Background: an optimization exercise with open tools, aiming at small area. Do not read the settings as production practice.
In this exercise RTL edits were held to simulation tests only and were not proved equivalent to the original.
Power and IR drop assume default switching activity.

`flow/config.mk`:
```
export PLATFORM = sky130hd
export DESIGN_NAME = rv32i_core
export DESIGN_NICKNAME = rv32i_core
export VERILOG_FILES = /design/flow/design.v
export SDC_FILE = /design/flow/constraint.sdc
export NUM_CORES = 4
export LEC_CHECK = 0
export CAP_MARGIN = 20
export CORE_MARGIN = 2
export CORE_UTILIZATION = 40
export SLEW_MARGIN = 20
```
`flow/constraint.sdc`:
```
create_clock -name core_clock -period 8.0 [get_ports {clk}]
set_input_delay 1.6000 -clock core_clock [delete_from_list [all_inputs] [get_ports {clk}]]
set_output_delay 1.6000 -clock core_clock [all_outputs]
set_load 0.01 [all_outputs]
```
`flow/design.v`:
```
module reg_file (
    input  logic        clk,
    input  logic        reset_i,
    input  logic [4:0]  ra_i,
    input  logic        ra_en_i,
    input  logic [4:0]  rb_i,
    input  logic        we_i,
    input  logic        vset_i,
    input  logic [4:0]  wa_i,
    input  logic [15:0] wd_i,
    output logic [15:0] rda_o,
    output logic [15:0] rdb_o
);
    logic [15:0] h0 [1:31];
    logic [15:0] h1 [1:31];
    logic [31:1] vld;
    always_ff @(posedge clk) begin
        for (int r = 1; r < 32; r++) begin
            h0[r] <= h1[r];
            h1[r] <= (we_i && wa_i == 5'(r)) ? wd_i : h0[r];
        end
    end
    always_ff @(posedge clk) begin
        if (reset_i) begin
            vld <= '0;
        end else begin
            for (int r = 1; r < 32; r++) begin
                if (we_i && vset_i && wa_i == 5'(r)) vld[r] <= 1'b1;
            end
        end
    end
    always_comb begin
        rda_o = '0;
        rdb_o = '0;
        for (int r = 1; r < 32; r++) begin
            rda_o = rda_o | ({16{ra_en_i && vld[r] && ra_i == 5'(r)}} & h0[r]);
            rdb_o = rdb_o | ({16{vld[r] && rb_i == 5'(r)}} & h0[r]);
        end
    end
endmodule
module rv32i_core (
    input  logic        clk,
    input  logic        reset_i,
    input  logic        imem_ready_i,
    input  logic [31:0] imem_data_i,
    output logic [31:0] imem_addr_o,
    output logic        commit_valid_o,
    output logic [31:0] commit_pc_o,
    output logic [4:0]  commit_rd_o,
    output logic        commit_reg_write_o,
    output logic [31:0] commit_wdata_o,
    output logic        commit_mem_write_o,
    output logic [31:0] commit_store_addr_o,
    output logic [31:0] commit_store_data_o
);
    logic        ph;         
    logic        irv;        
    logic        busy;       
    logic        sltp;       
    logic        carry;      
    logic        eqlo;       
    logic        ltr;        
    logic [31:7] ir;         
    logic [3:0]  iop;        
    logic [29:0] pc;         
    logic [15:0] tmp;        
    logic [15:0] tmp2;       
    logic [6:0] f_opc;
    logic [2:0] f_f3;
    logic [6:0] f_f7;
    logic       f_legal;
    assign f_opc = imem_data_i[6:0];
    assign f_f3  = imem_data_i[14:12];
    assign f_f7  = imem_data_i[31:25];
    always_comb begin
        case (f_opc)
            7'b0110011: f_legal = (f_f7 == 7'b0000000 && (f_f3 == 3'b000 || f_f3 == 3'b111 ||
                                   f_f3 == 3'b110 || f_f3 == 3'b100 || f_f3 == 3'b010)) ||
                                  (f_f7 == 7'b0100000 && f_f3 == 3'b000);
            7'b0010011: f_legal = (f_f3 == 3'b000);
            7'b0110111: f_legal = 1'b1;
            7'b1100011: f_legal = (f_f3[2:1] == 2'b00);
            7'b1101111: f_legal = 1'b1;
            7'b0100011: f_legal = (f_f3 == 3'b010);
            default:    f_legal = 1'b0;
        endcase
    end
    logic is_op, is_addi, is_lui, is_br, is_jal, is_st;
    logic [2:0] f3;
    logic [4:0] rd;
    logic is_slt, is_logic, sub, wr_cls, rd_nz, sgn;
    assign is_op   = !iop[3] &&  iop[2] &&  iop[1] && !iop[0];
    assign is_addi = !iop[3] && !iop[2] &&  iop[1];
    assign is_lui  = !iop[3] &&  iop[2] &&  iop[1] &&  iop[0];
    assign is_br   =  iop[3] && !iop[0];
    assign is_jal  =  iop[3] &&  iop[0];
    assign is_st   = !iop[3] &&  iop[2] && !iop[1];
    assign f3       = ir[14:12];
    assign rd       = ir[11:7];
    assign sgn      = ir[31];
    assign is_slt   = is_op && f3 == 3'b010;
    assign is_logic = is_op && f3[2];
    assign sub      = is_op && ((f3 == 3'b000 && ir[30]) || f3 == 3'b010);
    assign wr_cls   = is_op || is_addi || is_lui || is_jal;
    assign rd_nz    = rd != 5'd0;
    logic [15:0] imm_lo, imm_hi, imm;
    always_comb begin
        if (is_lui) begin
            imm_lo = {ir[15:12], 12'b0};
            imm_hi = ir[31:16];
        end else if (is_jal) begin
            imm_lo = {ir[15:12], ir[20], ir[30:21], 1'b0};
            imm_hi = {{11{sgn}}, sgn, ir[19:16]};
        end else if (is_br) begin
            imm_lo = {{3{sgn}}, sgn, ir[7], ir[30:25], ir[11:8], 1'b0};
            imm_hi = {16{sgn}};
        end else if (is_st) begin
            imm_lo = {{4{sgn}}, ir[31:25], ir[11:7]};
            imm_hi = {16{sgn}};
        end else begin
            imm_lo = {{4{sgn}}, ir[31:20]};
            imm_hi = {16{sgn}};
        end
    end
    assign imm = ph ? imm_hi : imm_lo;
    logic [15:0] rda, rdb, wd;
    logic        we;
    assign we = wr_cls && rd_nz && ((irv && !ph) || busy || sltp);
    reg_file u_rf (
        .clk     (clk),
        .reset_i (reset_i),
        .ra_i    (ir[19:15]),
        .ra_en_i (!is_lui),
        .rb_i    (ir[24:20]),
        .we_i    (we),
        .vset_i  (busy),
        .wa_i    (rd),
        .wd_i    (wd),
        .rda_o   (rda),
        .rdb_o   (rdb)
    );
    logic [29:0] pc4;
    logic [31:0] pc4b;
    logic [15:0] pch, opa, opb, res;
    logic [16:0] sum;
    logic        cin, lt, eq_half, taken;
    assign pc4  = pc + 30'd1;
    assign pc4b = {pc4, 2'b00};
    assign pch  = ph ? pc[29:14] : {pc[13:0], 2'b00};
    assign opa = (is_br || is_jal) ? pch : rda;
    assign opb = is_op ? rdb : imm;
    assign cin = ph ? carry : sub;
    assign sum = {1'b0, opa} + {1'b0, opb ^ {16{sub}}} + {16'b0, cin};
    always_comb begin
        if (is_logic) begin
            case (f3[1:0])
                2'b11:   res = opa & opb;
                2'b10:   res = opa | opb;
                default: res = opa ^ opb;
            endcase
        end else begin
            res = sum[15:0];
        end
    end
    assign lt = (opa[15] ^ opb[15]) ? opa[15] : sum[15];
    always_comb begin
        if (is_jal)      wd = ph ? pc4b[31:16] : pc4b[15:0];
        else if (is_slt) wd = {15'b0, ltr && sltp};
        else             wd = res;
    end
    assign eq_half = (rda == rdb);
    assign taken   = is_jal || (is_br && ((eqlo && eq_half) ^ ir[12]));
    logic [29:0] tgt, npc;
    logic        ir_load;
    assign tgt     = {sum[15:0], tmp[15:2]};
    assign npc     = taken ? tgt : pc4;
    assign ir_load = imem_ready_i && f_legal && (!irv || (busy && !is_slt));
    assign imem_addr_o = {2'b00, busy ? npc : pc};
    always_ff @(posedge clk) begin
        if (reset_i) begin
            ph   <= 1'b0;
            irv  <= 1'b0;
            busy <= 1'b0;
            sltp <= 1'b0;
            pc   <= 30'd0;
        end else begin
            ph   <= !ph;
            busy <= irv && !ph;
            sltp <= busy && is_slt;
            if (busy) irv <= ir_load;
            else if (!irv) irv <= ir_load;
            if (busy) pc <= npc;
            else if (!irv && imem_ready_i && !f_legal) pc <= pc4;
        end
    end
    always_ff @(posedge clk) begin
        if (ir_load) begin
            ir  <= imem_data_i[31:7];
            iop <= {imem_data_i[6:4], imem_data_i[2]};
        end
    end
    always_ff @(posedge clk) begin
        carry <= sum[16];
        eqlo  <= eq_half;
        ltr   <= lt;
        tmp   <= res;
        tmp2  <= rdb;
    end
    logic [15:0] lo_part;
    always_comb begin
        if (is_jal)      lo_part = pc4b[15:0];
        else if (is_slt) lo_part = {15'b0, lt};
        else             lo_part = tmp;
    end
    assign commit_valid_o      = busy;
    assign commit_pc_o         = {pc, 2'b00};
    assign commit_rd_o         = rd;
    assign commit_reg_write_o  = wr_cls && rd_nz;
    assign commit_mem_write_o  = is_st;
    assign commit_wdata_o      = {wd, lo_part};
    assign commit_store_addr_o = {wd, lo_part};
    assign commit_store_data_o = {rdb, tmp2};
endmodule
```
`flow/run.sh`:
```
#!/bin/bash
# synth_recipe.tcl (not shown) runs the flow's synth.tcl, then flattens the netlist and writes it again
# the make line also repeats each setting of config.mk as NAME=value (left out here)
make -C /OpenROAD-flow-scripts/flow DESIGN_CONFIG=/design/flow/config.mk WORK_HOME=/design/flow/orfs CLKGATE_MAP_FILE= SYNTH_SCRIPT=/design/flow/synth_recipe.tcl finish
```
==> summary.md, run 1 <==
The cell at the root of the clock tree is clkbuf_16. The flip-flop and latch count after synthesis was 1,121. The netlist uses 85 different library cells. The logs give 0 for the number of max-cap violations and 42,500 µm² for the post-synthesis cell area.

After the first detailed-routing iteration, the DRC count stood at 5,699. Once detail routing completed, the nets flagged for antenna violations numbered 0. In this run, CTS created clock tree buffers numbering 113. Ranked by instance count, the synthesized netlist is headed by dfxtp_1, nand2_1, o21ai_0. The finished cells cover 53,300 µm². Setup repair after global routing could not meet its margin everywhere. The via count of the first global-routing pass was 37,000; the portion of synthesized cell area occupied by the leading cell type was 0.515.

Between clock sinks in the finished design, the worst skew comes to 0.0615 ns. For this block, wires on met1 add up to 98,100 µm. Clock tree synthesis found a total of 1,121 sinks.

The layout has 9,816 filler cells. The number of slew-limit violations in the final report was 0. Proportion of power drawn by flip-flops and latches: 0.486. The final layout contains routed wiring with a total length of 249,000 µm. The worst endpoint required time was 6.40 ns; the die boundary width was 330 µm. Yosys attributes the largest share of cell area to dfxtp_1, nand2_1, o21ai_0. The tools report the count of yosys warnings during synthesis as 4.

Power spread over the standard cell area amounts to 218 nW/µm². The first global-routing pass estimated 327,000 µm of wire. The core utilization of the finished layout was 0.506. The slowest cell on the critical path is or4_4. The path class of the tightest hold or removal check is reg -> reg.

The leading register cell type out of synthesis was dfxtp_1. The switching share of total power is 0.232, and the die area is 109,000 µm². In the final routed layout, each cell accounts on average for 38.5 µm. The run gives 9 as the number of detailed-route iterations in the first pass.

Among the stages of the critical path, the cell type that occurs most often is buf_4. The number of antenna violations at the first check in global routing is 23. Hold timing on the final database bottoms out at a slack of 0.314 ns. The number of remaining DRC errors is 0. The floorplan has 119 rows. Clock latency on the worst-skew pair, taken at its later pin, is 0.77 ns. The number of buffers and inverters on the critical path is 9. The tools report the proportion of power drawn by the clock network as 0.480.

The total vias in the final route was 40,700. For the pin with the worst max-slew slack, the measured transition is 1.23 ns. Summed over all nets, wire length on met3 after detailed routing comes to 26,600 µm.

The number of failing hold endpoints at the final stage is 0, and the boundary pin count is 203. After technology mapping, the gate count stands at 4,592. At the end of routability-driven placement, the weighted congestion stood at 1.08. STA classifies the critical path startpoint as a flop. The critical path starts at ir[22]$_DFFE_PP_.

The average cell area after synthesis works out to 9.25 µm². In this run the critical register-to-register path is launched from ir[18]$_DFFE_PP_. Summing all placed instances gives a cell area of 48,100 µm². The minimum clock period after layout is 7.88 ns, and the number of enable flip-flop cells after synthesis is 29. For the final routed database, the setup TNS stands at 0 ns. The critical-path maximum fanout is 15. The detailed router used layers up to and including met5. For this run the aggregate overflow at the end of global routing stands at 0.

The proportion of power drawn by combinational gates is 0.034. For the relative slew slack, the log shows 0.178. The total routing usage reported by global routing was 0.446. The share of cells above drive strength 1 works out to 0.171. For this design the total switching power over the nets is 0.00270 W. The internal portion of the total power is 0.00895 W. The cell type with the largest total area after synthesis was dfxtp_1. On the critical path the largest part of the delay comes from compound AO/OA/AOI/OAI gates. For this run, the top clock speed supported by timing is 0.127 GHz. The floorplan core area is 105,000 µm², and the vertical die dimension is 330 µm.

The share of the cycle needed by the critical path after routing was 0.986. The startpoint of the tightest hold check path was u_rf.h1[16][15]$_DFF_P_. Across the VDD grid, the largest voltage drop is 0.000266 V. The area growth from synthesis to layout is 25.4%. Counting along the longest clock path gives a buffer depth of 3. Setup violations remaining at the end of the flow were counted as 0.

For this run, the slowest stage of the critical path takes 0.57 ns. The effective utilization at floorplan is 0.404, and the number of port buffers is 198. Entering global routing, the biggest net connects 65 pins.

Clock slew at the register clock pins of the worst setup and hold paths: 0.07 ns. TritonCTS built the clock tree. Summed over all cells, the static leakage comes to 20.7 nW. The sequential share of the synthesized area was 0.535; the HPWL reported at the end of detailed placement was 177,000 µm.

The critical path class was reg -> out. The average vias per placed instance is 6.30. The H-tree generated during clock tree synthesis spans 3 levels. For the met2 layer wire length in the routed design, the log shows 103,000 µm. The tools report the kind of end point of the critical path as an output port.

The run finished with no timing, DRC or antenna violations. In the final design database the tool counted 5,036 nets. STA puts the critical path data arrival time at 6.28 ns.

In the post-synthesis netlist, the cell with the most instances is dfxtp_1. The fraction of synthesis flops using an asynchronous set or reset pin works out to 0.
[area by class of cell]
type	count	area (µm²)	area share
antenna	21	52.6	0.000986
clock buffer	158	3240	0.0608
clock inverter	56	728	0.0137
inverter	83	315	0.00592
multi-input combinational	2982	18500	0.347
sequential	1121	22700	0.427
tap	1391	1740	0.0327
timing repair buffer	650	5990	0.112
[cells in the final DEF, fill, tap and decap left out, types with 35 or more instances in the layout]
cell type        instances
and3_1                  91
nor2_1                 303
mux2i_1                 53
ha_1                    46
a22oi_1                255
clkbuf_16              117
xor2_1                  35
dfxtp_1               1090
buf_12                  38
inv_1                   79
o21ai_0                426
a22o_1                  44
xnor2_1                 47
clkdlybuf4s50_1        180
nand3_1                127
nand4_1                 56
nand2_1                563
buf_4                  388
a21oi_1                254
[timing repair]
item | 4_1_cts | 5_1_grt
setup endpoints to repair | 56 | 53
gates cloned | 1 | 3
buffers inserted | 9 | 25
gates resized for setup | 101 | 128
pin swaps | 12 | 37
hold buffers | 0 | 0
[worst reg2reg max path: stages, from the launching register on]
cell and delay [ns]:
edfxtp_1 0.39, buf_12 0.19, buf_12 0.22, and3b_1 0.35, and3_1 0.27, buf_4 0.19
a2111oi_1 0.62, and4_1 0.26, nand4_1 0.33, o21a_1 0.34, ha_2 0.21, or3_1 0.36
o31ai_2 0.25, buf_4 0.16, o21ai_2 0.07, a21o_1 0.20, a21oi_2 0.17, xor2_2 0.22
buf_4 0.15, a21oi_2 0.07, a21oi_4 0.25, buf_4 0.42, a21oi_1 0.14
[layer usage]
metal  vias to the layer above  track usage
met2                      2871        0.649
met5                         -            0
met3                       951        0.140
met4                        16        0.309
met1                     19800        0.561
li1                      17100            -
[per-stage QoR]
stage / setup WS (ns) / total power (W) / cells
6_report: 0.115 / 0.0116 / 6462
5_1_grt: -0.0246 / 0.0119 / 6441
3_5_place_dp: -0.100 / 0.00616 / 6189
3_3_place_gp: -0.103 / 0.00616 / 6189
4_1_cts: 0.00359 / 0.0117 / 6413
2_1_floorplan: 0.483 / 0.00595 / 4595
[flip-flops by register name (all words and copies together) (netlist names)]
name      count
busy          1
u_rf.h0     496
u_rf.vld     31
tmp          16
carry         1
sltp          1
ph            1
iop           4
ir           25
eqlo          1
ltr           1
u_rf.h1     496
tmp2         16
pc           30
irv           1
[logic make-up (layout without fill, tap and decap cells)]
group / count (synthesis) / after routing / synth area share
and+or+nand+nor: 1448 / 1448 / 0.163
AOI/OAI and AO/OA: 1313 / 1313 / 0.199
DFF: 1121 / 1121 / 0.535
buffers and inverters: 492 / 947 / 0.0505
xor gates and xnor gates: 86 / 86 / 0.0177
muxes: 81 / 81 / 0.0201
adders and majority gates: 50 / 50 / 0.0151
other: 1 / 25 / 0.0000883
[path summary, 6_finish.rpt]
| path | cells after the start | slack [ns] | to |
|---|---|---|---|
| worst max-delay path | 28 | 0.12 | commit_wdata_o[28] |
| worst max register to register | 22 | 2.02 | u_rf.h1[27][15]$_DFF_P_ |
| worst min-delay path | 0 | 0.31 | u_rf.h0[16][15]$_DFF_P_ |
| worst min register to register | 0 | 0.31 | u_rf.h0[16][15]$_DFF_P_ |
[power by group through the flow]
stage / logic, W / registers (W) / clock network (W)
6_report: 0.000391 / 0.00566 / 0.00559
5_1_grt: 0.000411 / 0.00566 / 0.00584
4_1_cts: 0.000378 / 0.00566 / 0.00562
3_5_place_dp: 0.000374 / 0.00579 / 0
3_3_place_gp: 0.000374 / 0.00578 / 0
2_1_floorplan: 0.000178 / 0.00577 / 0
==> run 2, diff against run 1 <==
==> flow/flow/run.sh (new file) <==
#!/bin/bash
# Layout flow: the standard flow (standard.sh), with two changes:
#  - synthesis maps the logic with an area-oriented ABC script (flow/abc_area.script);
#    registers are mapped before ABC runs, so they are the standard synthesis's;
#  - port buffers are the smallest buffer cell.
# Each tool's output goes to a log file in this folder (flow_*.log) and under orfs/logs.
set -euo pipefail
here=$(pwd)
rm -rf "$here/scripts_copy"
cp -r "$FLOW_HOME/scripts" "$here/scripts_copy"
cp "$here/flow/abc_area.script" "$here/scripts_copy/abc_speed.script"
export SCRIPTS_DIR="$here/scripts_copy"
export BUFFER_PORTS_ARGS="-buffer_cell sky130_fd_sc_hd__buf_1"
bash standard.sh synth > "$here/flow_synth.log" 2>&1
bash standard.sh > "$here/flow_layout.log" 2>&1
==> flow/flow/abc_area.script (new file) <==
&get -n
&st
&syn2
&dch
&nf -R 1000
&st
&dch
&nf -R 1000
&put
==> flow/standard.sh (new file) <==
#!/bin/bash
# synth_recipe.tcl (not shown) runs the flow's synth.tcl, then flattens the netlist and writes it again
# the make line also repeats each setting of config.mk as NAME=value (left out here)
make -C /OpenROAD-flow-scripts/flow DESIGN_CONFIG=/design/flow/config.mk WORK_HOME=/design/flow/orfs CLKGATE_MAP_FILE= SYNTH_SCRIPT=/design/flow/synth_recipe.tcl "${@:-finish}"
--- a/flow/config.mk
+++ b/flow/config.mk
@@ -8,4 +8,5 @@
 export CAP_MARGIN = 20
 export CORE_MARGIN = 2
 export CORE_UTILIZATION = 40
+export CTS_BUF_LIST = sky130_fd_sc_hd__clkbuf_4 sky130_fd_sc_hd__clkbuf_8
 export SLEW_MARGIN = 20
removed: flow/run.sh
==> run 2 against run 1 <==
  * Now fails the layout checks on negative setup slack
  * Die area fell by 9.8%
  * Largest power group unchanged
  * Area after synthesis fell by 9.9%
  * Core utilization fell by 1.0 points
  * Combinational power rose by 35%
  * Critical path type unchanged
  * Clock-buffer cell count rose by 113
==> summary.md, run 2 <==
The worst endpoint required time was 6.40 ns; the number of slew-limit violations in the final report was 0. Counting both buffers and inverters, the worst setup path holds a total of 4. The tool flagged a number of max-cap violations equal to 0. The tools report the number of distinct standard cells referenced by the synthesized netlist as 49. The residual antenna-violating net count after detailed routing was 0; the critical-path maximum fanout was 8. The final routed wire length divided by cell count is 30.8 µm, and the number of sinks handled by clock tree synthesis is 1,121.

Setup repair after global routing could not meet its margin everywhere. Leaving out fill and tap cells, the most frequent cell in the layout is dfxtp_1. Averaged over all synthesized cells, the footprint is 9.81 µm². Leaving out fill and tap cells, the most frequent cells in the layout are dfxtp_1, nand2_1, o21ai_0. The run gives 33,200 as the via count of the first global-routing pass. The signed area change from the synthesized netlist to the final layout came out at 22.9%. Summing every instance area after synthesis gives 38,300 µm².

The cell type with the largest total area after synthesis is dfxtp_1. The run gives 0 as the count of hold-fix buffers inserted at cts. The run gives 0 as the number of failing hold endpoints at the final stage. The tools report the HPWL reported at the end of detailed placement as 121,000 µm.

The total routing usage reported by global routing came out at 0.363. The portion of synthesized cell area occupied by the leading cell type came out at 0.571. The worst setup path is captured at an output port. On the critical path, the stage with the largest delay is an instance of edfxtp_1. The worst-case IR drop observed on VDD is 0.000127 V.

At the placement stage, the worst setup path has a slack of -0.0813 ns. The run gives 203 as the boundary pin count. Leading register cell type out of synthesis: dfxtp_1. The die boundary width is 313 µm, and the clock slew at the register clock pins of the worst setup and hold paths is 0.07 ns. The gate count of the mapped netlist came out at 3,901. The nature of the critical path startpoint is a flop. The clock skew after layout is 0.0626 ns.

Floorplan core area: 94,900 µm². The minimum clock period after layout is 8.04 ns, and the leakage power is 17.6 nW. The initial detailed-routing violation count is 5,853. The share of the cycle needed by the critical path after routing was 1.00. Sequential share of the synthesized area: 0.594. Ranked by total cell area, the synthesized netlist is headed by dfxtp_1, o21ai_0, nand2_1.

The largest single stage delay on the critical path is 0.43 ns. The run gives 17 as the number of detailed-route iterations in the first pass. The reasons given for failing layout checks are negative setup slack. The effective utilization at floorplan is 0.403, and the vertical die dimension is 313 µm.

The run gives 0 as the number of remaining DRC errors. For the post-layout net count, the log shows 4,589. Die area: 98,200 µm². The commonest cells after synthesis are dfxtp_1, nand2_1, o21ai_0.

The transition at the pin with the smallest max-transition slack was 1.11 ns; the first-pass GRT wire length was 252,000 µm. Cell with the most instances after synthesis: dfxtp_1. The share of cells above drive strength 1 is 0.153. The congestion estimate from routability-driven global placement came to 1.05.

In this design, the largest share of critical-path delay is due to compound AO/OA/AOI/OAI gates. The average vias per placed instance is 6.05. The areal power density over the cells is 245 nW/µm². The largest registers in the layout are u_rf.h0 x496, u_rf.h1 x496, u_rf.vld x31.

The path class of the tightest hold or removal check is reg -> reg. The number of core rows was 113. For the number of antenna violations at the first check in global routing, the log shows 5. TritonCTS built the clock tree. The arrival time reported for the critical path endpoint came out at 6.44 ns. After detailed placement, the design holds a cell count of 5,550.

For the number of levels the H-tree was split into, the log shows 4. By startpoint and endpoint, the worst setup path is classified as reg -> out. The relative slew slack is 0.259, and the worst hold slack is 0.291 ns. Summed over all layers, the global routing overflow is 0. The number of buffers between clock root and the deepest sink came out at 3. For the total detailed-routing wirelength, the log shows 182,000 µm. The setup-violating endpoint count in the final report came out at 6. The flow ran to the end, but the layout failed its checks. The flip-flop and latch count after synthesis was 1,121; the later-pin clock latency in the skew report was 0.88 ns. The number of port buffers was 198; the fmax was 0.124 GHz.

Yosys mapped a number of flops with a built-in enable equal to 29. The tools report the total vias in the final route as 35,700. The cell at the root of the clock tree is clkbuf_8. The finished layout holds 5,904 standard cells, fillers aside. Buffers inserted during clock tree synthesis total 172. The most numerous cell type found on the critical path is a21oi_2. The tools report the setup slack of the critical path after layout as -0.0399 ns.

The Yosys step of the flow raised 4 warnings. For the largest net degree at the start of global routing, the log shows 66. Fraction of synthesis flops using an asynchronous set or reset pin: 0.
[run 2: logic make-up (layout without fill, tap and decap cells)]
| family | count (synthesis) | in the layout | share of synthesized area |
|---|---|---|---|
| AO/OA/AOI/OAI | 1323 | 1323 | 0.219 |
| AND/OR/NAND/NOR | 1190 | 1190 | 0.135 |
| flip-flops | 1121 | 1121 | 0.594 |
| buffers and inverters | 140 | 872 | 0.0178 |
| XOR/XNOR | 73 | 73 | 0.0167 |
| adder cells (fa/ha/maj) | 50 | 50 | 0.0167 |
| multiplexers | 3 | 3 | 0.000785 |
| other | 1 | 7 | 0.0000980 |
[run 2: layout make-up]
| class | count | area (µm²) |
|---|---|---|
| Sequential cell | 1121 | 22700 |
| Timing Repair Buffer | 467 | 2950 |
| Fill cell | 8924 | 47800 |
| Multi-Input combinational cell | 2643 | 15500 |
| Clock inverter | 35 | 547 |
| Tap cell | 1265 | 1580 |
| Antenna cell | 3 | 7.51 |
| Inverter | 99 | 377 |
| Clock buffer | 271 | 3320 |
[run 2: report_power, final]
| part | switching (W) | leakage (nW) | internal [W] |
|---|---|---|---|
| logic | 0.000361 | 6.54 | 0.000168 |
| clock network | 0.00225 | 2.03 | 0.00303 |
| registers | 0.0000487 | 9.07 | 0.00566 |
| total | 0.00266 | 17.6 | 0.00885 |
[run 2: worst paths after layout]
kind                                              from                      end  slack (ns)  depth (start not counted)
worst max-delay path                  iop[3]$_DFFE_PP_  commit_store_addr_o[28]       -0.04                         28
worst min-delay path            u_rf.h1[4][14]$_DFF_P_   u_rf.h0[4][14]$_DFF_P_        0.29                          0
worst max register to register        ir[24]$_DFFE_PP_  u_rf.h1[12][15]$_DFF_P_        1.90                         28
worst min register to register  u_rf.h1[4][14]$_DFF_P_   u_rf.h0[4][14]$_DFF_P_        0.29                          0
[run 2: layer usage]
layer,track usage,wire length [µm]
met1,0.460,71000
met2,0.537,75400
met3,0.117,22000
met4,0.218,13700
met5,0.00338,46
[run 2: metrics by stage]
step                utilization  area (µm²)  power (W)  setup TNS (ns)
detailed placement        0.446       42300    0.00631          -0.162
floorplan                     -       38400    0.00610        -0.00323
finish                    0.496       47000     0.0115          -0.127
global placement          0.446       42300    0.00631          -0.271
global route              0.496       47000     0.0119           -3.24
CTS                       0.491       46600     0.0115               0
[run 2: timing repair]
action                     in CTS  in global routing
resized for setup              66                 63
pin swaps                      35                 34
buffers inserted               26                 19
setup endpoints to repair      28                 46
==> run 3, diff against run 2 <==
--- a/flow/design.v
+++ b/flow/design.v
@@ -1,11 +1,10 @@
 module reg_file (
     input  logic        clk,
-    input  logic        reset_i,
     input  logic [4:0]  ra_i,
     input  logic        ra_en_i,
     input  logic [4:0]  rb_i,
     input  logic        we_i,
-    input  logic        vset_i,
+    input  logic        clr_i,
     input  logic [4:0]  wa_i,
     input  logic [15:0] wd_i,
     output logic [15:0] rda_o,
@@ -13,28 +12,18 @@
 );
     logic [15:0] h0 [1:31];
     logic [15:0] h1 [1:31];
-    logic [31:1] vld;
     always_ff @(posedge clk) begin
         for (int r = 1; r < 32; r++) begin
             h0[r] <= h1[r];
-            h1[r] <= (we_i && wa_i == 5'(r)) ? wd_i : h0[r];
-        end
-    end
-    always_ff @(posedge clk) begin
-        if (reset_i) begin
-            vld <= '0;
-        end else begin
-            for (int r = 1; r < 32; r++) begin
-                if (we_i && vset_i && wa_i == 5'(r)) vld[r] <= 1'b1;
-            end
+            h1[r] <= (clr_i || (we_i && wa_i == 5'(r))) ? wd_i : h0[r];
         end
     end
     always_comb begin
         rda_o = '0;
         rdb_o = '0;
         for (int r = 1; r < 32; r++) begin
-            rda_o = rda_o | ({16{ra_en_i && vld[r] && ra_i == 5'(r)}} & h0[r]);
-            rdb_o = rdb_o | ({16{vld[r] && rb_i == 5'(r)}} & h0[r]);
+            rda_o = rda_o | ({16{ra_en_i && ra_i == 5'(r)}} & h0[r]);
+            rdb_o = rdb_o | ({16{rb_i == 5'(r)}} & h0[r]);
         end
     end
 endmodule
@@ -54,6 +43,7 @@
     output logic [31:0] commit_store_data_o
 );
     logic        ph;         
+    logic        clr;        
     logic        irv;        
     logic        busy;       
     logic        sltp;       
@@ -62,6 +52,7 @@
     logic        ltr;        
     logic [31:7] ir;         
     logic [3:0]  iop;        
+    logic        nop;        
     logic [29:0] pc;         
     logic [15:0] tmp;        
     logic [15:0] tmp2;       
@@ -128,12 +119,11 @@
     assign we = wr_cls && rd_nz && ((irv && !ph) || busy || sltp);
     reg_file u_rf (
         .clk     (clk),
-        .reset_i (reset_i),
         .ra_i    (ir[19:15]),
         .ra_en_i (!is_lui),
         .rb_i    (ir[24:20]),
         .we_i    (we),
-        .vset_i  (busy),
+        .clr_i   (clr),
         .wa_i    (rd),
         .wd_i    (wd),
         .rda_o   (rda),
@@ -164,7 +154,8 @@
     end
     assign lt = (opa[15] ^ opb[15]) ? opa[15] : sum[15];
     always_comb begin
-        if (is_jal)      wd = ph ? pc4b[31:16] : pc4b[15:0];
+        if (clr)         wd = 16'b0;
+        else if (is_jal) wd = ph ? pc4b[31:16] : pc4b[15:0];
         else if (is_slt) wd = {15'b0, ltr && sltp};
         else             wd = res;
     end
@@ -174,29 +165,31 @@
     logic        ir_load;
     assign tgt     = {sum[15:0], tmp[15:2]};
     assign npc     = taken ? tgt : pc4;
-    assign ir_load = imem_ready_i && f_legal && (!irv || (busy && !is_slt));
+    assign ir_load = imem_ready_i && (!irv || (busy && !is_slt));
     assign imem_addr_o = {2'b00, busy ? npc : pc};
     always_ff @(posedge clk) begin
         if (reset_i) begin
             ph   <= 1'b0;
+            clr  <= 1'b1;
             irv  <= 1'b0;
             busy <= 1'b0;
             sltp <= 1'b0;
             pc   <= 30'd0;
         end else begin
             ph   <= !ph;
+            clr  <= clr && !ph;
             busy <= irv && !ph;
             sltp <= busy && is_slt;
             if (busy) irv <= ir_load;
             else if (!irv) irv <= ir_load;
             if (busy) pc <= npc;
-            else if (!irv && imem_ready_i && !f_legal) pc <= pc4;
         end
     end
     always_ff @(posedge clk) begin
         if (ir_load) begin
-            ir  <= imem_data_i[31:7];
-            iop <= {imem_data_i[6:4], imem_data_i[2]};
+            ir  <= {imem_data_i[31:12], f_legal ? imem_data_i[11:7] : 5'd0};
+            iop <= f_legal ? {imem_data_i[6:4], imem_data_i[2]} : 4'b0010;
+            nop <= !f_legal;
         end
     end
     always_ff @(posedge clk) begin
@@ -212,7 +205,7 @@
         else if (is_slt) lo_part = {15'b0, lt};
         else             lo_part = tmp;
     end
-    assign commit_valid_o      = busy;
+    assign commit_valid_o      = busy && !nop;
     assign commit_pc_o         = {pc, 2'b00};
     assign commit_rd_o         = rd;
     assign commit_reg_write_o  = wr_cls && rd_nz;
==> flow/flow/run.sh (replaced) <==
#!/bin/bash
# Layout flow: the standard flow (standard.sh), with these changes:
#  - synthesis maps the logic with an area-oriented ABC script (flow/abc_area.script);
#    registers are mapped before ABC runs, so they are the standard synthesis's;
#  - port buffers are the smallest buffer cell;
#  - clock tree: small clock buffers, larger sink clusters, no dummy loads.
# Each tool's output goes to a log file in this folder (flow_*.log) and under orfs/logs.
set -euo pipefail
here=$(pwd)
rm -rf "$here/scripts_copy"
cp -r "$FLOW_HOME/scripts" "$here/scripts_copy"
cp "$here/flow/abc_area.script" "$here/scripts_copy/abc_speed.script"
export SCRIPTS_DIR="$here/scripts_copy"
export BUFFER_PORTS_ARGS="-buffer_cell sky130_fd_sc_hd__buf_1"
export CTS_ARGS="-sink_clustering_enable -repair_clock_nets -dont_use_dummy_load -buf_list {sky130_fd_sc_hd__clkbuf_8} -sink_clustering_size 16 -sink_clustering_max_diameter 50"
bash standard.sh synth > "$here/flow_synth.log" 2>&1
bash standard.sh > "$here/flow_layout.log" 2>&1
--- a/flow/config.mk
+++ b/flow/config.mk
@@ -8,5 +8,5 @@
 export CAP_MARGIN = 20
 export CORE_MARGIN = 2
 export CORE_UTILIZATION = 40
-export CTS_BUF_LIST = sky130_fd_sc_hd__clkbuf_4 sky130_fd_sc_hd__clkbuf_8
+export SETUP_SLACK_MARGIN = 0.15
 export SLEW_MARGIN = 20
==> run 3 against run 2 <==
  * The run now finishes clean
  * Via count decreased by 3.8%
  * Non-clock buffer count increased by 5
  * Sequential power decreased by 3%
  * Hold slack got worse by 0.052 ns
  * Fmax increased by 3.6%
  * Critical path depth unchanged
  * Critical endpoint is now commit_wdata_o[27]
==> summary.md, run 3 <==
The number of core rows came out at 111. Data on the critical path arrives at its endpoint at 6.16 ns. The tools report the endpoint of the worst register-to-register path as u_rf.h1[5][14]$_DFF_P_. In this run the register-to-register setup slack is 2.00 ns. During placement, the flow inserted port buffers numbering 198. Cell repeated most along the worst path: a21oi_2. The sequential share of the synthesized area was 0.597; the clock slew at the register clock pins of the worst setup and hold paths was 0.10 ns.

The run gives 190,000 µm as the total detailed-routing wirelength. The synthesized design contains 1,092 register bits. The path with the worst hold slack has its endpoint at u_rf.h0[9][9]$_DFF_P_.

In this run, distinct cell masters in the synthesized netlist total 51. Die area: 95,200 µm². The root buffer cell chosen for the clock tree is clkbuf_8. The signed area change from the synthesized netlist to the final layout is 18.2%, and the relative slew slack is 0.168. The tool flagged a number of max-cap violations equal to 0. The min-delay analysis places its worst path in the category reg -> reg. The largest registers in the layout are u_rf.h0 x496, u_rf.h1 x496, pc x30. The startpoint of the tightest hold check path is u_rf.h1[9][9]$_DFF_P_.

HPWL reported at the end of detailed placement: 121,000 µm. The worst-case IR drop observed on VDD is 0.000144 V. Detailed routing inserted a total of 34,400 vias. Nature of the critical path startpoint: a flop. The tools report the kind of end point of the critical path as an output port.

For the via count of the first global-routing pass, the log shows 31,200. The clock tree synthesis step divided the H-tree into 3 levels. The share of the cycle needed by the critical path after routing was 0.970; the number of slew-limit violations in the final report was 0. The first global-routing pass estimated 255,000 µm of wire. For this run, the top clock speed supported by timing is 0.129 GHz. The startpoint identified for the worst register-to-register timing path is ir[23]$_DFFE_PP_. Setup repair after global routing could not meet its margin everywhere. At the end of routability-driven placement, the weighted congestion stood at 1.03.

The fraction of synthesis flops using an asynchronous set or reset pin was 0. At the pin with the least slew margin, the transition time is 1.24 ns. The run finished with no timing, DRC or antenna violations.

The smallest clock period supported by the final layout is computed as 7.76 ns. The biggest area contributor in the post-synthesis netlist is dfxtp_1. The number of enable flip-flop cells after synthesis came out at 30. Between clock sinks in the finished design, the worst skew comes to 0.135 ns. Slowest cell on the critical path: a222oi_1. After technology mapping, the gate count stands at 3,270.

By area the synthesized netlist is led by dfxtp_1, a22o_1, a22oi_1. For the number of buffers between clock root and the deepest sink, the log shows 3. The tools report the boundary pin count as 203. The final routed wire length divided by cell count was 37.5 µm; the post-route standard cell area excluding fillers was 43,900 µm². Buffers inserted during clock tree synthesis total 104.

The number of antenna violations at the first check in global routing came out at 12. In this run the power density over the cells is 214 nW/µm². Entering global routing, the biggest net connects 45 pins. Delay of the slowest cell on the worst path: 0.67 ns.

The number of failing hold endpoints at the final stage is 0, and the logic depth of the worst register-to-register path is 29. For the number of sinks handled by clock tree synthesis, the log shows 1,092. TritonCTS built the clock tree. The first detailed-routing pass ran for 10 iterations.

At the end of the flow, the number of nets in the layout was 3,896. The share of cells above drive strength 1 was 0.152; the effective utilization at floorplan was 0.404. Data on the critical path is required at its endpoint by 6.40 ns. In the layout the commonest cells are dfxtp_1, a22o_1, buf_4. Along the worst path, the maximum fanout reaches 7.

The later pin in the worst-skew pair is clocked with a latency of 0.85 ns. In this run the horizontal extent of the chip is 309 µm. The average cell area after synthesis was 11.3 µm². Initial detailed-routing violation count: 6,790. The tools report the floorplan core area as 91,800 µm². The vertical die dimension was 309 µm; the residual antenna-violating net count after detailed routing was 0.

After synthesis the cells add up to 37,100 µm². The portion of synthesized cell area occupied by the leading cell type came out at 0.573. Excluding fillers, the count of instances in the completed layout stands at 5,056.

The final global-route overflow total is 0, and the instance count after placement with tap cells included is 4,898. The most common cell after layout, fill and taps aside is dfxtp_1. The cell with the most instances after synthesis was dfxtp_1.

Setup violations remaining at the end of the flow were counted as 0. The number of remaining DRC errors was 0. Once placement finished, the instance area stood at 41,500 µm². The worst hold slack was 0.239 ns; the setup slack at placement was 0.439 ns. During synthesis, Yosys emitted a total of 4 warnings. The commonest cells after synthesis are dfxtp_1, a22o_1, a22oi_1. Across all setup checks in the final design, the least slack found is 0.238 ns. Critical path class: reg -> out.

After detailed routing, the number of vias per cell comes to 6.80. The tools report the core utilization of the finished layout as 0.478. The depth of the worst hold-timing path was 0; the leakage power was 16.0 nW.

The total routing usage reported by global routing is 0.386. In the synthesized netlist the dominant register cell turns out to be dfxtp_1.
-- run 3: changes by cell type in the layout (fill, tap and decap cells not counted), moves of 66 or more --
cell	before	now
nand2_1	579	132
clkbuf_8	205	104
o21ai_0	497	118
nor2_1	288	102
a22o_1	59	550
clkbuf_4	66	0
a21oi_1	223	133
-- run 3: final cells by class --
class / instances / area (µm²)
Multi-Input combinational cell: 2070 / 15400
Fill cell: 8562 / 47900
Clock buffer: 104 / 1430
Inverter: 71 / 267
Timing Repair Buffer: 472 / 3070
Sequential cell: 1092 / 22200
Antenna cell: 4 / 10.0
Tap cell: 1243 / 1560
-- run 3: what timing repair did --
action / CTS / global route
pin swaps: 5 / 45
gates resized for setup: 38 / 90
hold buffers: 0 / 0
setup endpoints to repair: 34 / 50
buffers inserted: 23 / 23
gates cloned: 2 / 0
-- run 3: worst max-delay path by stage --
stage / start / endpoint / cells after the start
after global routing: ir[22]$_DFFE_PP_ / commit_store_addr_o[28] / 29
final: ir[23]$_DFFE_PP_ / commit_wdata_o[27] / 28
after global placement: iop[1]$_SDFFCE_PN1P_ / commit_wdata_o[28] / 27
after floorplan: iop[3]$_SDFFCE_PN0P_ / imem_addr_o[15] / 20
after detailed placement: iop[1]$_SDFFCE_PN1P_ / commit_wdata_o[28] / 27
after CTS: iop[3]$_SDFFCE_PN0P_ / commit_store_addr_o[31] / 30
-- run 3: routing by layer --
layer / vias to the layer above / share of wire / GRT usage
met5: - / 0.00073 / 0
met4: 10 / 0.085 / 0.261
met3: 836 / 0.14 / 0.131
met2: 3049 / 0.40 / 0.546
met1: 16700 / 0.37 / 0.496
li1: 13800 / - / -
-- run 3: logic make-up after synthesis --
family                     count (synthesis)  synth area share
AOI/OAI and AO/OA                       1348             0.279
DFF                                     1092             0.597
and+or+nand+nor                          602            0.0756
buffers and inverters                    112            0.0155
xor gates and xnor gates                  64            0.0151
adders and majority gates                 50            0.0173
other                                      1          0.000101
muxes                                      1          0.000270
-- run 3: through the flow --
step	setup TNS [ns]	total power [W]
after floorplan	-0.204	0.00602
after global placement	0	0.00645
after detailed placement	0	0.00645
after CTS	0	0.00932
after global routing	0	0.00960
final	0	0.00938
-- run 3: critical path: cells and delay by family, from the launching register on --
family,cells,cell delay (ns)
AOI/OAI and AO/OA,11,2.20
buffers and inverters,5,0.96
DFF,1,0.39
xor gates and xnor gates,2,0.40
and+or+nand+nor,9,1.16
adders and majority gates,1,0.24
-- run 3: power by group --
part / internal [W] / switching, W / total, W
combinational: 0.000221 / 0.000672 / 0.000893
sequential: 0.00549 / 0.0000389 / 0.00553
clock: 0.00115 / 0.00181 / 0.00296
==> run 4, diff against run 3 <==
--- a/flow/design.v
+++ b/flow/design.v
@@ -46,10 +46,11 @@
     logic        clr;        
     logic        irv;        
     logic        busy;       
-    logic        sltp;       
+    logic        pend;       
+    logic [4:0]  prd;        
+    logic        plt;        
     logic        carry;      
     logic        eqlo;       
-    logic        ltr;        
     logic [31:7] ir;         
     logic [3:0]  iop;        
     logic        nop;        
@@ -114,9 +115,18 @@
         end
     end
     assign imm = ph ? imm_hi : imm_lo;
-    logic [15:0] rda, rdb, wd;
-    logic        we;
-    assign we = wr_cls && rd_nz && ((irv && !ph) || busy || sltp);
+    logic [15:0] rda, rdb, rfa, rfb, wd;
+    logic [4:0]  wa;
+    logic        we, exec_lo, wr_lo, land, fwd_a, fwd_b;
+    assign exec_lo = irv && !ph;
+    assign wr_lo   = exec_lo && wr_cls && rd_nz && !is_slt;
+    assign land    = pend && !ph && !wr_lo;
+    assign we      = (wr_cls && rd_nz && busy) || wr_lo || land;
+    assign wa      = land ? prd : rd;
+    assign fwd_a   = pend && !ph && !is_lui && ir[19:15] == prd;
+    assign fwd_b   = pend && !ph && ir[24:20] == prd;
+    assign rda     = fwd_a ? {15'b0, plt} : rfa;
+    assign rdb     = fwd_b ? {15'b0, plt} : rfb;
     reg_file u_rf (
         .clk     (clk),
         .ra_i    (ir[19:15]),
@@ -124,10 +134,10 @@
         .rb_i    (ir[24:20]),
         .we_i    (we),
         .clr_i   (clr),
-        .wa_i    (rd),
+        .wa_i    (wa),
         .wd_i    (wd),
-        .rda_o   (rda),
-        .rdb_o   (rdb)
+        .rda_o   (rfa),
+        .rdb_o   (rfb)
     );
     logic [29:0] pc4;
     logic [31:0] pc4b;
@@ -155,8 +165,9 @@
     assign lt = (opa[15] ^ opb[15]) ? opa[15] : sum[15];
     always_comb begin
         if (clr)         wd = 16'b0;
+        else if (land)   wd = {15'b0, plt};
         else if (is_jal) wd = ph ? pc4b[31:16] : pc4b[15:0];
-        else if (is_slt) wd = {15'b0, ltr && sltp};
+        else if (is_slt) wd = 16'b0;
         else             wd = res;
     end
     assign eq_half = (rda == rdb);
@@ -165,7 +176,7 @@
     logic        ir_load;
     assign tgt     = {sum[15:0], tmp[15:2]};
     assign npc     = taken ? tgt : pc4;
-    assign ir_load = imem_ready_i && (!irv || (busy && !is_slt));
+    assign ir_load = imem_ready_i && (!irv || busy);
     assign imem_addr_o = {2'b00, busy ? npc : pc};
     always_ff @(posedge clk) begin
         if (reset_i) begin
@@ -173,15 +184,16 @@
             clr  <= 1'b1;
             irv  <= 1'b0;
             busy <= 1'b0;
-            sltp <= 1'b0;
+            pend <= 1'b0;
             pc   <= 30'd0;
         end else begin
             ph   <= !ph;
             clr  <= clr && !ph;
             busy <= irv && !ph;
-            sltp <= busy && is_slt;
             if (busy) irv <= ir_load;
             else if (!irv) irv <= ir_load;
+            if (busy && is_slt && rd_nz) pend <= 1'b1;
+            else if (land || (wr_lo && rd == prd)) pend <= 1'b0;
             if (busy) pc <= npc;
         end
     end
@@ -194,8 +206,11 @@
     end
     always_ff @(posedge clk) begin
         carry <= sum[16];
+        if (busy && is_slt) begin
+            prd <= rd;
+            plt <= lt;
+        end
         eqlo  <= eq_half;
-        ltr   <= lt;
         tmp   <= res;
         tmp2  <= rdb;
     end
--- a/flow/config.mk
+++ b/flow/config.mk
@@ -8,5 +8,5 @@
 export CAP_MARGIN = 20
 export CORE_MARGIN = 2
 export CORE_UTILIZATION = 40
-export SETUP_SLACK_MARGIN = 0.15
+export SETUP_SLACK_MARGIN = 0.2
 export SLEW_MARGIN = 20
==> run 4 against run 3 <==
  * The layout now fails its checks (negative setup slack)
  * Fmax shrank 4.5%
  * Largest power group unchanged
  * First-iteration DRC count shrank 12%
  * Final area grew 4.0%
  * Critical path depth shrank 7
  * Hold slack gained 0.029 ns
  * Core utilization grew 1.1 points
  * Via count shrank 0.42%
  * Area after synthesis grew 1.6%
  * Flip-flop and latch count grew 5
  * Final cell count grew 3.3%
  * Largest cell class unchanged
  * Register-to-register slack lost 0.31 ns
  * Combinational power grew 16%
  * Critical path type unchanged
==> summary.md, run 4 <==
The flow ran to the end, but the layout failed its checks. In this run the layout check failures are negative setup slack. Cell at the root of the clock tree: clkbuf_8. The number of core rows was 112. The portion of synthesized cell area occupied by the leading cell type is 0.563, and the floorplan core area is 93,300 µm². The logic depth of the worst register-to-register path was 31. For the final sum of negative setup slack, the log shows -0.635 ns. Grouping stages by cell kind, the critical path spends the most delay in compound AO/OA/AOI/OAI gates. At the worst endpoint, the arrival time is 6.53 ns. In the layout the commonest cells are dfxtp_1, a22o_1, buf_4. In this run, the number of DRC markers left after iteration 0 of detailed routing was 5,950. Clock-pin slew was measured on the worst setup and hold paths at 0.10 ns.

The largest registers in the layout are u_rf.h0 x496, u_rf.h1 x496, pc x30. In this run the vertical extent of the chip is 311 µm. In this run, synthesis produced a sequential element count of 1,097.

The tools report the number of distinct standard cells referenced by the synthesized netlist as 58. The transition at the pin with the smallest max-transition slack was 1.25 ns; the instance count after placement with tap cells included was 5,045. The multiplexer share of the synthesized area was 0.00478. The run gives 0.592 as the sequential share of the synthesized area. Worst endpoint required time: 6.40 ns.

Setup violations remaining at the end of the flow were counted as 10. Clock skew on the completed layout was measured at 0.105 ns. The critical-path maximum fanout came out at 10.

The cell with the most instances after synthesis was dfxtp_1. The number of remaining DRC errors came out at 0. The share of synthesized cell area in and, or, nand and nor gates works out to 0.0771.

Across the run, the number of max-cap violations was 0. The count of buffers added on input and output ports is 198. The endpoint of the worst register-to-register path is u_rf.h1[29][10]$_DFF_P_. The clock passes through at most 3 buffers.

After detailed routing, the total wire length is 185,000 µm. The cell type with the largest total area after synthesis is dfxtp_1. The largest family of logic cells by synthesized area is compound AO/OA/AOI/OAI gates. The first-pass GRT wire length was 253,000 µm; the depth of the worst hold-timing path was 0. The tools report the number of clock buffers inserted by TritonCTS as 101.

The net count of the finished layout is 4,054. Among all flip-flop cells after synthesis, the most frequent one is dfxtp_1. The tree built by TritonCTS fans out to 1,097 sinks. The post-synthesis cell area was 37,700 µm²; the average cell area after synthesis was 11.3 µm².

The share of the cycle needed by the critical path after routing is 1.02. The clock tree synthesis step divided the H-tree into 3 levels. Pin placement for this block handled 203 I/O pins.

The buffering stage count on the worst path with inverters included came out at 4. The effective utilization at floorplan is 0.404, and the delay of the slowest cell on the worst path is 0.99 ns. The count of yosys warnings during synthesis is 4, and the later-pin clock latency in the skew report is 0.82 ns. The xor-xnor portion of the synthesized cell area was 0.0167. The count of cells in the finished layout, fillers not included, comes to 5,223. Setup repair after global routing could not meet its margin everywhere. Before antenna repair, the detailed router went through 10 iterations. For this design the static power due to leakage is 17.1 nW.

Sorting the synthesized cells by area gives the leading types as dfxtp_1, a22o_1, a22oi_1. The run gives 0 as the number of slew-limit violations in the final report. In this run the worst hold path is classified as reg -> reg.

The slowest stage of the critical path is the a31oi_1 cell. The cell repeated most along the worst path is buf_4. The logs give -0.130 ns for the setup slack of the critical path after layout and 0.366 for the total routing usage reported by global routing. The most common cell after layout, fill and taps aside is dfxtp_1.

Traced cell by cell, the critical path runs through buf_4, nand2b_4, buf_4, nor2_4, buf_4, a22oi_1, nand3_1, a21oi_1, a31oi_1, o22ai_1, xnor2_1, ha_1, nand2_1, nor3_2, a2111oi_2, xor2_1, nand2_1, o31a_1, a21oi_4, nor2_4, buf_6. The via count of the first global-routing pass was 31,100; the area share of fa/ha/maj cells after synthesis was 0.0170. The HPWL after detailed placement is 134,000 µm. The detailed router placed 34,200 vias in this run.

The areal power density over the cells is 208 nW/µm², and the count of hold-fix buffers inserted at cts is 0. The setup path with the least slack is of type reg -> out. The storage element area is 22,300 µm², and the peak ir drop on the vdd network is 0.000111 V. The tools report the hold path endpoint as u_rf.h0[29][15]$_DFF_P_. The minimum clock period after layout was 8.13 ns; the die area was 96,700 µm².

Counting the fill cells in the layout gives 8,699. The setup slack at placement was -0.453 ns. The relative slew slack came out at 0.165.

TritonCTS built the clock tree. At the end of routability-driven placement, the weighted congestion stood at 1.04. The setup check on the worst reg-to-reg path leaves a slack of 1.69 ns.

The post-synthesis compound-gate area fraction came out at 0.277. Overall power: 0.00951 W. The largest net degree at the start of global routing came out at 48. Summing all multi-input logic gate instances after layout gives 15,900 µm². The startpoint identified for the worst hold timing path is u_rf.h1[29][15]$_DFF_P_. The residual antenna-violating net count after detailed routing was 0. For the number of failing hold endpoints at the final stage, the log shows 0. The fraction of synthesis flops using an asynchronous set or reset pin was 0. The fmax is 0.123 GHz. The average vias per placed instance is 6.55, and the core utilization of the finished layout is 0.489. The signed area change from the synthesized netlist to the final layout is 21.0%, and the number of enable flip-flop cells after synthesis is 36. The kind of end point of the critical path was an output port. The tools report the source of the worst register-to-register timing path as ir[20]$_DFFE_PP_.

The die boundary width was 311 µm; the final global-route overflow total was 0. By count the netlist is led by dfxtp_1, a22o_1, a22oi_1. The nature of the critical path startpoint is a flop. The number of antenna violations at the first check in global routing is 8, and the share of cells above drive strength 1 is 0.179. The gate count of the mapped netlist came out at 3,326. After detailed routing, the average wire length per cell comes to 35.3 µm.
## run 4: changes by cell type after synthesis, moves of 9 or more
cell and change:
a21oi_1 -11, a222oi_1 +10, a22o_1 -9, a22oi_1 +13
nand2_1 +34, nand3_1 +19, nand4_1 -15, nor2_1 -11
o21ai_0 -31, o22ai_1 +9
## run 4: worst max-delay path by stage
stage	start	end	slack (ns)	depth (start not counted)
floorplan	ir[16]$_DFFE_PP_	commit_wdata_o[31]	0.02	27
CTS	iop[3]$_SDFFCE_PN0P_	commit_store_addr_o[31]	0.10	32
global route	ir[20]$_DFFE_PP_	commit_store_addr_o[31]	-0.31	30
finish	ir[20]$_DFFE_PP_	commit_store_addr_o[31]	-0.13	21
global placement	iop[3]$_SDFFCE_PN0P_	commit_store_addr_o[31]	-0.49	30
detailed placement	iop[3]$_SDFFCE_PN0P_	commit_store_addr_o[31]	-0.45	30
## run 4: worst register-to-register path, delay by kind of cell (launching register included)
family	cells	cell delay, ns
AO/OA/AOI/OAI	12	1.90
AND/OR/NAND/NOR	8	1.32
buffers and inverters	6	1.16
adder cells (fa/ha/maj)	2	0.72
flip-flops	1	0.51
XOR/XNOR	2	0.36
multiplexers	1	0.20
## run 4: metal layers
metal  vias up  GRT usage  part of all wire
met2      2590      0.520              0.41
met1     17000      0.521              0.42
met4         8      0.158             0.048
met3       431     0.0962              0.13
li1      14200          -                 -
met5         -          0           0.00027
## run 4: cell families (layout without fill, tap and decap cells)
logic type / count (synthesis) / count (layout)
muxes: 17 / 17
buffers and inverters: 114 / 752
AOI/OAI and AO/OA: 1345 / 1345
other: 1 / 6
DFF: 1097 / 1097
xor gates and xnor gates: 72 / 72
adders and majority gates: 50 / 50
and+or+nand+nor: 630 / 630
## run 4: final cells by class
class	instances	area share
sequential	1097	0.489
multi-input combinational	2118	0.349
timing repair buffer	578	0.0904
tap	1254	0.0344
clock buffer	101	0.0305
inverter	73	0.00620
antenna	2	0.000110
## run 4: power breakdown
part | switching (W) | leakage [nW] | internal (W)
combinational | 0.000713 | 7.44 | 0.000326
sequential | 0.0000393 | 8.89 | 0.00553
clock | 0.00179 | 0.726 | 0.00112
## run 4: stage by stage
stage | instance area (µm²) | hold WS [ns]
after floorplan | 37900 | 0.310
after detailed placement | 42600 | 0.312
after global routing | 45600 | 0.262
after global placement | 42600 | 0.310
after CTS | 45000 | 0.268
final | 45600 | 0.268
## run 4: timing repair
item	CTS	global route
pin swaps	42	56
gates cloned	2	1
setup endpoints to repair	52	48
buffers inserted	49	23
gates resized for setup	136	123
==> run 5, diff against run 4 <==
--- a/flow/design.v
+++ b/flow/design.v
@@ -3,6 +3,7 @@
     input  logic [4:0]  ra_i,
     input  logic        ra_en_i,
     input  logic [4:0]  rb_i,
+    input  logic        rb_en_i,
     input  logic        we_i,
     input  logic        clr_i,
     input  logic [4:0]  wa_i,
@@ -23,7 +24,7 @@
         rdb_o = '0;
         for (int r = 1; r < 32; r++) begin
             rda_o = rda_o | ({16{ra_en_i && ra_i == 5'(r)}} & h0[r]);
-            rdb_o = rdb_o | ({16{rb_i == 5'(r)}} & h0[r]);
+            rdb_o = rdb_o | ({16{rb_en_i && rb_i == 5'(r)}} & h0[r]);
         end
     end
 endmodule
@@ -125,13 +126,14 @@
     assign wa      = land ? prd : rd;
     assign fwd_a   = pend && !ph && !is_lui && ir[19:15] == prd;
     assign fwd_b   = pend && !ph && ir[24:20] == prd;
-    assign rda     = fwd_a ? {15'b0, plt} : rfa;
-    assign rdb     = fwd_b ? {15'b0, plt} : rfb;
+    assign rda     = {rfa[15:1], rfa[0] | (fwd_a && plt)};
+    assign rdb     = {rfb[15:1], rfb[0] | (fwd_b && plt)};
     reg_file u_rf (
         .clk     (clk),
         .ra_i    (ir[19:15]),
-        .ra_en_i (!is_lui),
+        .ra_en_i (!is_lui && !fwd_a),
         .rb_i    (ir[24:20]),
+        .rb_en_i (!fwd_b),
         .we_i    (we),
         .clr_i   (clr),
         .wa_i    (wa),
==> run 5 against run 4 <==
  * Still fails the layout checks on negative setup slack
  * Fmax down 6.8%
  * Clock skew up 0.030 ns
  * Hold slack worse by 0.0024 ns
  * Sequential share of layout area down 0.96 points
  * Highest routed layer unchanged
==> summary.md, run 5 <==
The critical-path maximum fanout was 7. The number of enable flip-flop cells after synthesis is 36, and the number of core rows is 113. The sequential share of the synthesized area was 0.584; the clock slew at the register clock pins of the worst setup and hold paths was 0.09 ns. The fraction of synthesis flops using an asynchronous set or reset pin is 0. The setup slack of the critical path after layout came out at -0.721 ns. The nature of the critical path startpoint is a flop. The flip-flop and latch count after synthesis is 1,097, and the average vias per placed instance is 6.69. The tool flagged a number of max-cap violations equal to 0.

Among the stages of the critical path, the cell type that occurs most often is a21o_1. In the final layout, the registers with the most flip-flops are u_rf.h0 x496, u_rf.h1 x496, pc x30. The total vias in the final route is 35,400, and the delay of the slowest cell on the worst path is 0.42 ns. The kind of end point of the critical path is an output port. In the post-synthesis netlist, the biggest area contributors are dfxtp_1, a22o_1, a22oi_1. The tools report the count of hold-fix buffers inserted at cts as 0. The relative slew slack is 0.0496, and the areal power density over the cells is 212 nW/µm². The logs give 0.403 for the effective utilization at floorplan and 268,000 µm for the first-pass GRT wire length. For this design the static power due to leakage is 17.8 nW. The worst-case IR drop observed on VDD is 0.000119 V. The slowest cell on the critical path was edfxtp_1. Counting I/O delays and the setup requirement, the final critical path takes 8.72 ns. From synthesis to final layout, the design area changed by 21.9%. The logs give 3 for the number of buffers between clock root and the deepest sink and 0.86 ns for the later-pin clock latency in the skew report.

Based on the critical path, the design can be clocked at up to 0.115 GHz. The floorplan step set the die width to 313 µm. The setup-violating endpoint count in the final report is 24, and the transition at the pin with the smallest max-transition slack is 1.42 ns.

The number of antenna violations at the first check in global routing is 4. The share of the cycle needed by the critical path after routing came out at 1.09. The congestion estimate from routability-driven global placement came to 1.00. The critical path class is reg -> out. The number of clock buffers inserted by TritonCTS was 108; the largest net degree at the start of global routing was 52. A clean result was blocked by negative setup slack. Leaving out fill and tap cells, the most frequent cells in the layout are dfxtp_1, a22o_1, buf_4. In this run the count of I/O pins placed on the die edge is 203. Counting every sink on the clock net gives 1,097.

The total area inside the core boundary comes to 94,900 µm². The detailed router finished its first iteration with 6,201 violations. The run gives 0 as the number of slew-limit violations in the final report. The run gives 57 as the number of distinct standard cells referenced by the synthesized netlist. The first TritonRoute pass finished after 13 iterations.

The startpoint of the tightest hold check path was u_rf.h1[9][0]$_DFF_P_. dfxtp_1 takes more of the synthesized area than any other cell. Total routing usage reported by global routing: 0.392. Final global-route overflow total: 0. Averaged over all synthesized cells, the footprint is 11.3 µm². The arrival time reported for the critical path endpoint is 7.12 ns.

Clock tree synthesis selected as its root buffer the cell clkbuf_8. Setup repair after global routing could not meet its margin everywhere. For the residual antenna-violating net count after detailed routing, the log shows 0. For the clock skew after layout, the log shows 0.135 ns.

The die area came out at 98,000 µm². Vertical die dimension: 313 µm. The worst hold slack was 0.265 ns; the final routed wire length divided by cell count was 37.9 µm. Gate count of the mapped netlist: 3,373. Once detailed placement completed, the half-perimeter wirelength came to 129,000 µm.

Yosys printed 4 warnings. Among all flip-flop cells after synthesis, the most frequent one is dfxtp_1. In this run the worst setup path begins at prd[1]$_DFFE_PP_. After synthesis the cells add up to 38,200 µm². The total detailed-routing wirelength was 200,000 µm.

In this run the critical register-to-register path is launched from prd[1]$_DFFE_PP_. The post-layout net count is 4,103. Counting instances in the post-synthesis netlist gives the leading cell types as dfxtp_1, a22o_1, nor2_1. The run gives 6.40 ns as the worst endpoint required time.

After layout, the design draws a total of 0.00986 W. The via count of the first global-routing pass came out at 32,100. Yosys instantiated no cell more often than dfxtp_1.

In this run the worst hold path is classified as reg -> reg. The share of cells above drive strength 1 works out to 0.194. The number of port buffers came out at 198. The flow ran to the end, but the layout failed its checks. Leaving out fill and tap cells, the most frequent cell in the layout is dfxtp_1.

For this run, design rule violations remaining after detail routing come to 0. The tools report the number of failing hold endpoints at the final stage as 0. The portion of synthesized cell area occupied by the leading cell type was 0.556; the number of levels the H-tree was split into was 3. TritonCTS built the clock tree.
## run 5: changes by cell type after synthesis, moves of 9 or more
cell | before | now
clkinv_1 | 73 | 64
nand3_1 | 78 | 63
a22oi_1 | 234 | 162
nand2_1 | 171 | 194
a222oi_1 | 102 | 75
xnor2_1 | 44 | 32
o221ai_1 | 1 | 21
o22ai_1 | 77 | 51
xor2_1 | 28 | 43
nand4_1 | 31 | 42
nor2_1 | 196 | 218
mux2i_1 | 9 | 106
a21boi_0 | 16 | 2
## run 5: report_power, final
group          leakage [nW]  switching (W)  total (W)  internal, W
logic                  8.16       0.000851    0.00125     0.000400
clock network         0.777        0.00183    0.00302      0.00119
registers              8.89      0.0000518    0.00559      0.00554
## run 5: cell families after synthesis
logic type                 Yosys count  synth area share
other                                1         0.0000982
and+or+nand+nor                    678            0.0819
AOI/OAI and AO/OA                 1254             0.255
muxes                              113            0.0298
adders and majority gates           50            0.0168
buffers and inverters              105            0.0143
DFF                               1097             0.584
xor gates and xnor gates            75            0.0172
## run 5: cell type report
type | instances | area (µm²)
Timing Repair Buffer | 571 | 4240
Antenna cell | 6 | 15.0
Fill cell | 8722 | 48300
Clock buffer | 108 | 1490
Inverter | 64 | 256
Sequential cell | 1097 | 22300
Tap cell | 1265 | 1580
Multi-Input combinational cell | 2174 | 16600
Timing Repair inverter | 2 | 32.5
## run 5: final timing paths
kind / slack, ns / to / cells past startpoint
max: -0.72 / commit_wdata_o[29] / 37
max reg2reg: 1.01 / u_rf.h1[28][13]$_DFF_P_ / 39
min reg2reg: 0.27 / u_rf.h0[9][0]$_DFF_P_ / 0
min: 0.27 / u_rf.h0[9][0]$_DFF_P_ / 0
## run 5: layer usage
metal / vias to the layer above / part of all wire / track usage
li1: 14300 / - / -
met3: 712 / 0.12 / 0.117
met2: 2944 / 0.42 / 0.572
met1: 17400 / 0.39 / 0.509
met5: - / 0.0014 / 0.0203
met4: 7 / 0.074 / 0.237
## run 5: through the flow
step	setup WS [ns]	setup TNS (ns)	util	cells	cell area, µm²
after detailed placement	-0.244	-2.01	0.456	5087	43200
after global placement	-0.124	-0.739	0.456	5087	43200
after global routing	-1.09	-22.55	0.491	5282	46500
after CTS	-0.633	-11.82	0.478	5220	45300
after floorplan	-3.29	-818.58	-	3376	38400
final	-0.721	-13.47	0.491	5287	46600
## run 5: repair_timing
item,CTS,global route
cloned,0,6
endpoints found under the setup margin,56,58
gates resized for setup,103,195
pin swaps,39,80
endpoints found under the hold margin,0,0
setup buffers,25,55
## run 5: worst max-delay path: cells and delay by family, from the launching register on
| kind | cells | cell delay [ns] |
|---|---|---|
| AOI/OAI and AO/OA | 15 | 2.57 |
| xor gates and xnor gates | 3 | 0.53 |
| adders and majority gates | 1 | 0.26 |
| buffers and inverters | 8 | 1.24 |
| DFF | 1 | 0.42 |
| and+or+nand+nor | 10 | 1.29 |

==> afterwards: timing with drivers on the ports <==
The flow's constraints put no driver on any port. The routed layouts listed below were extracted and timed again, unchanged, in two steps.
Step 1, drivers: a clkbuf_16 drives clk and a buf_2 each remaining input, both assumed.
Step 2 also shifts input and output timing later by t, the mid clock arrival at the registers, as if the neighbouring blocks saw the same clock.
a / b / c = ideal / step 1 / step 2; a / b = the first two.
run	t (ns)	setup slack, ns	worst hold slack (ns)	latest minus earliest clock arrival (ns)	worst slew at a driven data input, ns
run 1	0.815	0.115 / 0.037 / 0.852	0.314 / 0.314 / 0.314	0.062 / 0.062	0.06
run 2	0.914	-0.040 / -0.106 / 0.808	0.291 / 0.291 / 0.291	0.063 / 0.063	0.08
run 3	0.855	0.238 / 0.168 / 1.023	0.239 / 0.239 / 0.239	0.135 / 0.136	0.11
run 4	0.829	-0.130 / -0.196 / 0.633	0.268 / 0.268 / 0.268	0.105 / 0.105	0.05
run 5	0.857	-0.721 / -0.789 / 0.067	0.265 / 0.265 / 0.265	0.135 / 0.135	0.05
